Context: an optimization exercise on an open-source flow, tuned for small area and few clock cycles per item. The choices shown serve that exercise and are no tape-out recipe. At most, simulation tests tie the RTL to the original design; equivalence was not proved. No activity file was given, so power comes from the tool's default toggle rates.

==> run H <==
## fpu_mul_prenorm_pipe
module fpu_mul_prenorm_pipe #(
  parameter int SIZE_DATA = 8,
  parameter int SIZE_MANT = 24,
  parameter int SIZE_LOPD = 8,
  parameter int BIAS      = 127
) (
  input  logic                   i_clk,
  input  logic                   i_rst_n,
  input  logic                   i_valid,
  output logic                   o_ready,
  input  logic [31:0]            i_data_a,
  input  logic [31:0]            i_data_b,
  output logic                   o_valid,
  input  logic                   i_ready,
  output logic                   o_sign,
  output logic [SIZE_DATA-1:0]   o_data_exp,
  output logic                   o_exp_oor,
  output logic [2*SIZE_MANT-1:0] o_mant_prod,
  output logic                   o_ov_flag,
  output logic                   o_un_flag,
  output logic [SIZE_LOPD-1:0]   o_one_pos,
  output logic                   o_zero_flag
);
  localparam int FP_W    = fpu_mul_pkg::FP_W;
  localparam int EXP_W   = fpu_mul_pkg::EXP_W;
  localparam int FRAC_W  = fpu_mul_pkg::FRAC_W;
  localparam int NBLK    = 7;
  logic                       a_nz, b_nz;
  logic [EXP_W-1:0]           ea, eb;
  logic [SIZE_MANT-1:0]       ma, mb;
  logic [EXP_W:0]             exp_t;
  logic                       exp_oor;
  logic                       r_valid;
  logic                       r_sign;
  logic [SIZE_DATA-1:0]       r_exp;
  logic                       r_oor;
  logic [2*SIZE_MANT-1:0]     r_sn;
  logic [NBLK-2:0]            r_gn;
  logic [2*SIZE_MANT-1:0]     r_prod;
  logic                       load;
  ...
export LEC_CHECK = 0
export CAP_MARGIN = 5
export CORE_MARGIN = 2
export CORE_UTILIZATION = 40
export CTS_BUF_LIST = sky130_fd_sc_hd__clkbuf_8
export GPL_TIMING_DRIVEN = 0
export SLEW_MARGIN = 5
export SYNTH_HIERARCHICAL = 1
export SYNTH_MINIMUM_KEEP_SIZE = 0
create_clock -name core_clock -period 8.0 [get_ports {i_clk}]
standard.sh (not shown) runs the stock make flow with config.mk's settings and CLKGATE_MAP_FILE= SYNTH_SCRIPT=/design/flow/synth_recipe.tcl, a recipe that flattens the netlist after the stock synthesis.
==> flow/flow/run.sh <==
#!/bin/bash
# The standard layout, except that the port buffers are sky130_fd_sc_hd__buf_1
# cells (resized later by repair as needed) instead of the delay cells
# buffer_ports picks by default, and clock tree synthesis inserts no dummy loads.
set -euo pipefail
bash standard.sh 'BUFFER_PORTS_ARGS=-buffer_cell sky130_fd_sc_hd__buf_1' \
  'CTS_ARGS=-sink_clustering_enable -repair_clock_nets -dont_use_dummy_load -buf_list sky130_fd_sc_hd__clkbuf_8' \
  finish > orfs_make.log 2>&1
==> inputs of run C, as changes to run H <==
--- a/flow/design.v
+++ b/flow/design.v
@@ -94,13 +94,13 @@
   output logic [SIZE_LOPD-1:0]   o_one_pos,
   output logic                   o_zero_flag
 );
   localparam int FP_W    = fpu_mul_pkg::FP_W;
   localparam int EXP_W   = fpu_mul_pkg::EXP_W;
   localparam int FRAC_W  = fpu_mul_pkg::FRAC_W;
-  localparam int NBLK    = 7;
+  localparam int NBLK    = 8;
   logic                       a_nz, b_nz;
   logic [EXP_W-1:0]           ea, eb;
   logic [SIZE_MANT-1:0]       ma, mb;
   logic [EXP_W:0]             exp_t;
   logic                       exp_oor;
   logic                       r_valid;
@@ -153,13 +153,13 @@
   assign o_un_flag   = ~r_prod[47] & r_prod[46];
 endmodule
 module fpu_mul_mant_mul (
   input  logic [23:0] a,
   input  logic [23:0] b,
   output logic [47:0] sn,
-  output logic [5:0] gn
+  output logic [6:0] gn
 );
   logic [11:0] one, two;
   logic [10:0] neg, negn;
   logic [25:0] u0;
   logic [25:0] u1;
   logic [25:0] u2;
@@ -810,13 +810,12 @@
   logic k623;
   logic k624;
   logic k625;
   logic k626;
   logic k627;
   logic k628;
-  logic k629;
   fpu_mul_benc u_e0 (.b({b[1], b[0], 1'b0}), .one(one[0]), .two(two[0]), .neg(neg[0]), .negn(negn[0]));
   fpu_mul_bx u_x0_0 (.a(a[0]), .n(neg[0]), .u(u0[1]));
   fpu_mul_bx u_x0_1 (.a(a[1]), .n(neg[0]), .u(u0[2]));
   fpu_mul_bx u_x0_2 (.a(a[2]), .n(neg[0]), .u(u0[3]));
   fpu_mul_bx u_x0_3 (.a(a[3]), .n(neg[0]), .u(u0[4]));
   fpu_mul_bx u_x0_4 (.a(a[4]), .n(neg[0]), .u(u0[5]));
@@ -1641,65 +1640,68 @@
   fpu_mul_fa u_gn_1 (.a(c526), .b(s527), .c(k603), .s(sn[17]), .co(gn[1]));
   fpu_mul_xn u_xk604 (.a(c528), .b(s529), .y(sn[18]));
   fpu_mul_or u_k604 (.a(c528), .b(s529), .y(k604));
   fpu_mul_fa u_k605 (.a(c530), .b(s531), .c(k604), .s(sn[19]), .co(k605));
   fpu_mul_fa u_k606 (.a(c532), .b(s533), .c(k605), .s(sn[20]), .co(k606));
   fpu_mul_fa u_k607 (.a(c534), .b(s535), .c(k606), .s(sn[21]), .co(k607));
-  fpu_mul_fa u_k608 (.a(c536), .b(s537), .c(k607), .s(sn[22]), .co(k608));
-  fpu_mul_fa u_gn_2 (.a(c538), .b(s539), .c(k608), .s(sn[23]), .co(gn[2]));
-  fpu_mul_xn u_xk609 (.a(c540), .b(s541), .y(sn[24]));
-  fpu_mul_or u_k609 (.a(c540), .b(s541), .y(k609));
+  fpu_mul_fa u_gn_2 (.a(c536), .b(s537), .c(k607), .s(sn[22]), .co(gn[2]));
+  fpu_mul_xn u_xk608 (.a(c538), .b(s539), .y(sn[23]));
+  fpu_mul_or u_k608 (.a(c538), .b(s539), .y(k608));
+  fpu_mul_fa u_k609 (.a(c540), .b(s541), .c(k608), .s(sn[24]), .co(k609));
   fpu_mul_fa u_k610 (.a(c542), .b(s543), .c(k609), .s(sn[25]), .co(k610));
   fpu_mul_fa u_k611 (.a(c544), .b(s545), .c(k610), .s(sn[26]), .co(k611));
-  fpu_mul_fa u_k612 (.a(c546), .b(s547), .c(k611), .s(sn[27]), .co(k612));
-  fpu_mul_fa u_k613 (.a(c548), .b(s549), .c(k612), .s(sn[28]), .co(k613));
-  fpu_mul_fa u_gn_3 (.a(c550), .b(s551), .c(k613), .s(sn[29]), .co(gn[3]));
-  fpu_mul_xn u_xk614 (.a(c552), .b(s553), .y(sn[30]));
-  fpu_mul_or u_k614 (.a(c552), .b(s553), .y(k614));
+  fpu_mul_fa u_gn_3 (.a(c546), .b(s547), .c(k611), .s(sn[27]), .co(gn[3]));
+  fpu_mul_xn u_xk612 (.a(c548), .b(s549), .y(sn[28]));
+  fpu_mul_or u_k612 (.a(c548), .b(s549), .y(k612));
+  fpu_mul_fa u_k613 (.a(c550), .b(s551), .c(k612), .s(sn[29]), .co(k613));
+  fpu_mul_fa u_k614 (.a(c552), .b(s553), .c(k613), .s(sn[30]), .co(k614));
   fpu_mul_fa u_k615 (.a(c554), .b(s555), .c(k614), .s(sn[31]), .co(k615));
-  fpu_mul_fa u_k616 (.a(c556), .b(s557), .c(k615), .s(sn[32]), .co(k616));
-  fpu_mul_fa u_k617 (.a(c558), .b(s559), .c(k616), .s(sn[33]), .co(k617));
-  fpu_mul_fa u_k618 (.a(c560), .b(s561), .c(k617), .s(sn[34]), .co(k618));
-  fpu_mul_fa u_gn_4 (.a(c562), .b(s563), .c(k618), .s(sn[35]), .co(gn[4]));
-  fpu_mul_xn u_xk619 (.a(c564), .b(s565), .y(sn[36]));
-  fpu_mul_or u_k619 (.a(c564), .b(s565), .y(k619));
-  fpu_mul_fa u_k620 (.a(c566), .b(s567), .c(k619), .s(sn[37]), .co(k620));
-  fpu_mul_fa u_k621 (.a(c568), .b(s569), .c(k620), .s(sn[38]), .co(k621));
-  fpu_mul_fa u_k622 (.a(c570), .b(s571), .c(k621), .s(sn[39]), .co(k622));
-  fpu_mul_fa u_k623 (.a(c572), .b(s573), .c(k622), .s(sn[40]), .co(k623));
-  fpu_mul_fa u_gn_5 (.a(c574), .b(s575), .c(k623), .s(sn[41]), .co(gn[5]));
-  fpu_mul_xn u_xk624 (.a(c576), .b(s577), .y(sn[42]));
-  fpu_mul_or u_k624 (.a(c576), .b(s577), .y(k624));
-  fpu_mul_fa u_k625 (.a(c578), .b(s579), .c(k624), .s(sn[43]), .co(k625));
-  fpu_mul_fa u_k626 (.a(c580), .b(s581), .c(k625), .s(sn[44]), .co(k626));
-  fpu_mul_fa u_k627 (.a(c582), .b(s583), .c(k626), .s(sn[45]), .co(k627));
-  fpu_mul_fa u_k628 (.a(c584), .b(s585), .c(k627), .s(sn[46]), .co(k628));
-  fpu_mul_fa u_k629 (.a(c586), .b(s587), .c(k628), .s(sn[47]), .co(k629));
+  fpu_mul_fa u_gn_4 (.a(c556), .b(s557), .c(k615), .s(sn[32]), .co(gn[4]));
+  fpu_mul_xn u_xk616 (.a(c558), .b(s559), .y(sn[33]));
+  fpu_mul_or u_k616 (.a(c558), .b(s559), .y(k616));
+  fpu_mul_fa u_k617 (.a(c560), .b(s561), .c(k616), .s(sn[34]), .co(k617));
+  fpu_mul_fa u_k618 (.a(c562), .b(s563), .c(k617), .s(sn[35]), .co(k618));
+  fpu_mul_fa u_k619 (.a(c564), .b(s565), .c(k618), .s(sn[36]), .co(k619));
+  fpu_mul_fa u_gn_5 (.a(c566), .b(s567), .c(k619), .s(sn[37]), .co(gn[5]));
+  fpu_mul_xn u_xk620 (.a(c568), .b(s569), .y(sn[38]));
+  fpu_mul_or u_k620 (.a(c568), .b(s569), .y(k620));
+  fpu_mul_fa u_k621 (.a(c570), .b(s571), .c(k620), .s(sn[39]), .co(k621));
+  fpu_mul_fa u_k622 (.a(c572), .b(s573), .c(k621), .s(sn[40]), .co(k622));
+  fpu_mul_fa u_k623 (.a(c574), .b(s575), .c(k622), .s(sn[41]), .co(k623));
+  fpu_mul_fa u_gn_6 (.a(c576), .b(s577), .c(k623), .s(sn[42]), .co(gn[6]));
+  fpu_mul_xn u_xk624 (.a(c578), .b(s579), .y(sn[43]));
+  fpu_mul_or u_k624 (.a(c578), .b(s579), .y(k624));
+  fpu_mul_fa u_k625 (.a(c580), .b(s581), .c(k624), .s(sn[44]), .co(k625));
+  fpu_mul_fa u_k626 (.a(c582), .b(s583), .c(k625), .s(sn[45]), .co(k626));
+  fpu_mul_fa u_k627 (.a(c584), .b(s585), .c(k626), .s(sn[46]), .co(k627));
+  fpu_mul_fa u_k628 (.a(c586), .b(s587), .c(k627), .s(sn[47]), .co(k628));
 endmodule
 module fpu_mul_mant_fin (
   input  logic [47:0] sn,
-  input  logic [5:0] gn,
+  input  logic [6:0] gn,
   output logic [47:0] p
 );
   logic [47:0] s;
-  logic [6:0] cin;
+  logic [7:0] cin;
   assign s = ~sn;
   assign cin[0] = 1'b0;
   assign p[10:0] = s[10:0] + 11'(cin[0]);
   assign cin[1] = ~gn[0] | (cin[0] & (&s[10:0]));
   assign p[17:11] = s[17:11] + 7'(cin[1]);
   assign cin[2] = ~gn[1] | (cin[1] & (&s[17:11]));
-  assign p[23:18] = s[23:18] + 6'(cin[2]);
-  assign cin[3] = ~gn[2] | (cin[2] & (&s[23:18]));
-  assign p[29:24] = s[29:24] + 6'(cin[3]);
-  assign cin[4] = ~gn[3] | (cin[3] & (&s[29:24]));
-  assign p[35:30] = s[35:30] + 6'(cin[4]);
-  assign cin[5] = ~gn[4] | (cin[4] & (&s[35:30]));
-  assign p[41:36] = s[41:36] + 6'(cin[5]);
-  assign cin[6] = ~gn[5] | (cin[5] & (&s[41:36]));
-  assign p[47:42] = s[47:42] + 6'(cin[6]);
+  assign p[22:18] = s[22:18] + 5'(cin[2]);
+  assign cin[3] = ~gn[2] | (cin[2] & (&s[22:18]));
+  assign p[27:23] = s[27:23] + 5'(cin[3]);
+  assign cin[4] = ~gn[3] | (cin[3] & (&s[27:23]));
+  assign p[32:28] = s[32:28] + 5'(cin[4]);
+  assign cin[5] = ~gn[4] | (cin[4] & (&s[32:28]));
+  assign p[37:33] = s[37:33] + 5'(cin[5]);
+  assign cin[6] = ~gn[5] | (cin[5] & (&s[37:33]));
+  assign p[42:38] = s[42:38] + 5'(cin[6]);
+  assign cin[7] = ~gn[6] | (cin[6] & (&s[42:38]));
+  assign p[47:43] = s[47:43] + 5'(cin[7]);
 endmodule
 module fpu_mul_fa (input logic a, input logic b, input logic c, output logic s, output logic co);
   assign s  = a ^ b ^ c;
   assign co = (a & b) | (a & c) | (b & c);
 endmodule
 module fpu_mul_ha (input logic a, input logic b, output logic s, output logic co);
==> flow/flow/run.sh (replaced) <==
#!/bin/bash
# The standard layout, except that the port buffers are sky130_fd_sc_hd__buf_1
# cells (resized later by repair as needed) instead of the delay cells
# buffer_ports picks by default. Every port still gets its own buffer.
set -euo pipefail
bash standard.sh 'BUFFER_PORTS_ARGS=-buffer_cell sky130_fd_sc_hd__buf_1' finish > orfs_make.log 2>&1
CAP_MARGIN = 20   (was 5)
SLEW_MARGIN = 20   (was 5)
==> comparison table <==
| item | run C | run H |
|---|---|---|
| Result of the run | timing/DRC/antenna clean | timing/DRC/antenna clean |
| Routed length on met2 | 22.0 mm | 24.3 mm |
| Die width | 202 um | 202 um |
| Pre-CTS setup slack | -0.148 ns | -0.585 ns |
| Top Metal Used | met4 | met5 |
| LEAKAGE | 6.17 nW | 6.50 nW |
| Pin count of the biggest net entering global routing | 56 | 65 |
| Crit. path cell count | 15 | 14 |
| Async SR Flop Fraction | 1.52% | 1.54% |
| Capturing point of the worst reg2reg path | r_gn[1] | r_sn[11] |
| Total of cells resized after clock tree synthesis | 0 | 11 |
| Post-Route Hold Slack | 0.544 ns | 0.544 ns |
| Wire length of the first global-routing pass | 75.5 mm | 78.0 mm |
| Clock Power Share | 3.2% | 2.5% |
| Slowest cell on the critical path | sky130_fd_sc_hd__nor2b_4 | sky130_fd_sc_hd__buf_1 |
| Total non-filler cell area in the finished layout | 17300 um2 | 18000 um2 |
| Final routed wirelength across all metal layers | 48.8 mm | 55.0 mm |
| Average instance area after synthesis | 11.3 um2 | 11.3 um2 |
| Global Route met3 Usage | 3.74% | 3.82% |
| Top-area cell type share of the netlist area | 37.8% | 38.0% |
| Clock Latency Late Sink | 0.35 ns | 0.34 ns |
| Setup crit start | i_data_b[19] | i_data_a[17] |
| Number of ordinary inverters in the final layout | 53 | 52 |
| Peak VDD IR | 376 uV | 353 uV |
| R2r worst-path depth | 3 | 2 |
Testbench counts of run C, summed over its fixed seeds: cycles 24,008, items 24,000.
For run H, only the layout was checked, not whether the RTL still works.

## afterwards: timing with drivers on the ports
No port has a modelled driver above. Below, the same layouts with a new extraction and two added sets of constraints.
Step 1, drivers: a clkbuf_16 drives i_clk and a buf_2 each remaining input, both assumed.
Step 2 moves the port delays by t, midway between the first and last clock arrival at a register: inputs arrive t later, outputs are due t later. That takes back most of the time a late clock gives input paths.
a / b / c = no drivers / after step 1 / after step 2; a / b = the first two.
| run | t, ns | setup slack, ns | worst setup path after step 2 | worst slew at a driven data input, ns |
|---|---|---|---|---|
| run H | 0.364 | 0.060 / 0.057 / -0.307 | input to register | 0.07 |
| run C | 0.383 | 0.226 / 0.244 / -0.139 | input to register | 0.06 |
Met with ideal ports but missed after step 2: setup timing in run H and run C. The setup slack of run H, which loses most, moves by -0.003 ns with the drivers and by -0.367 ns with both steps.
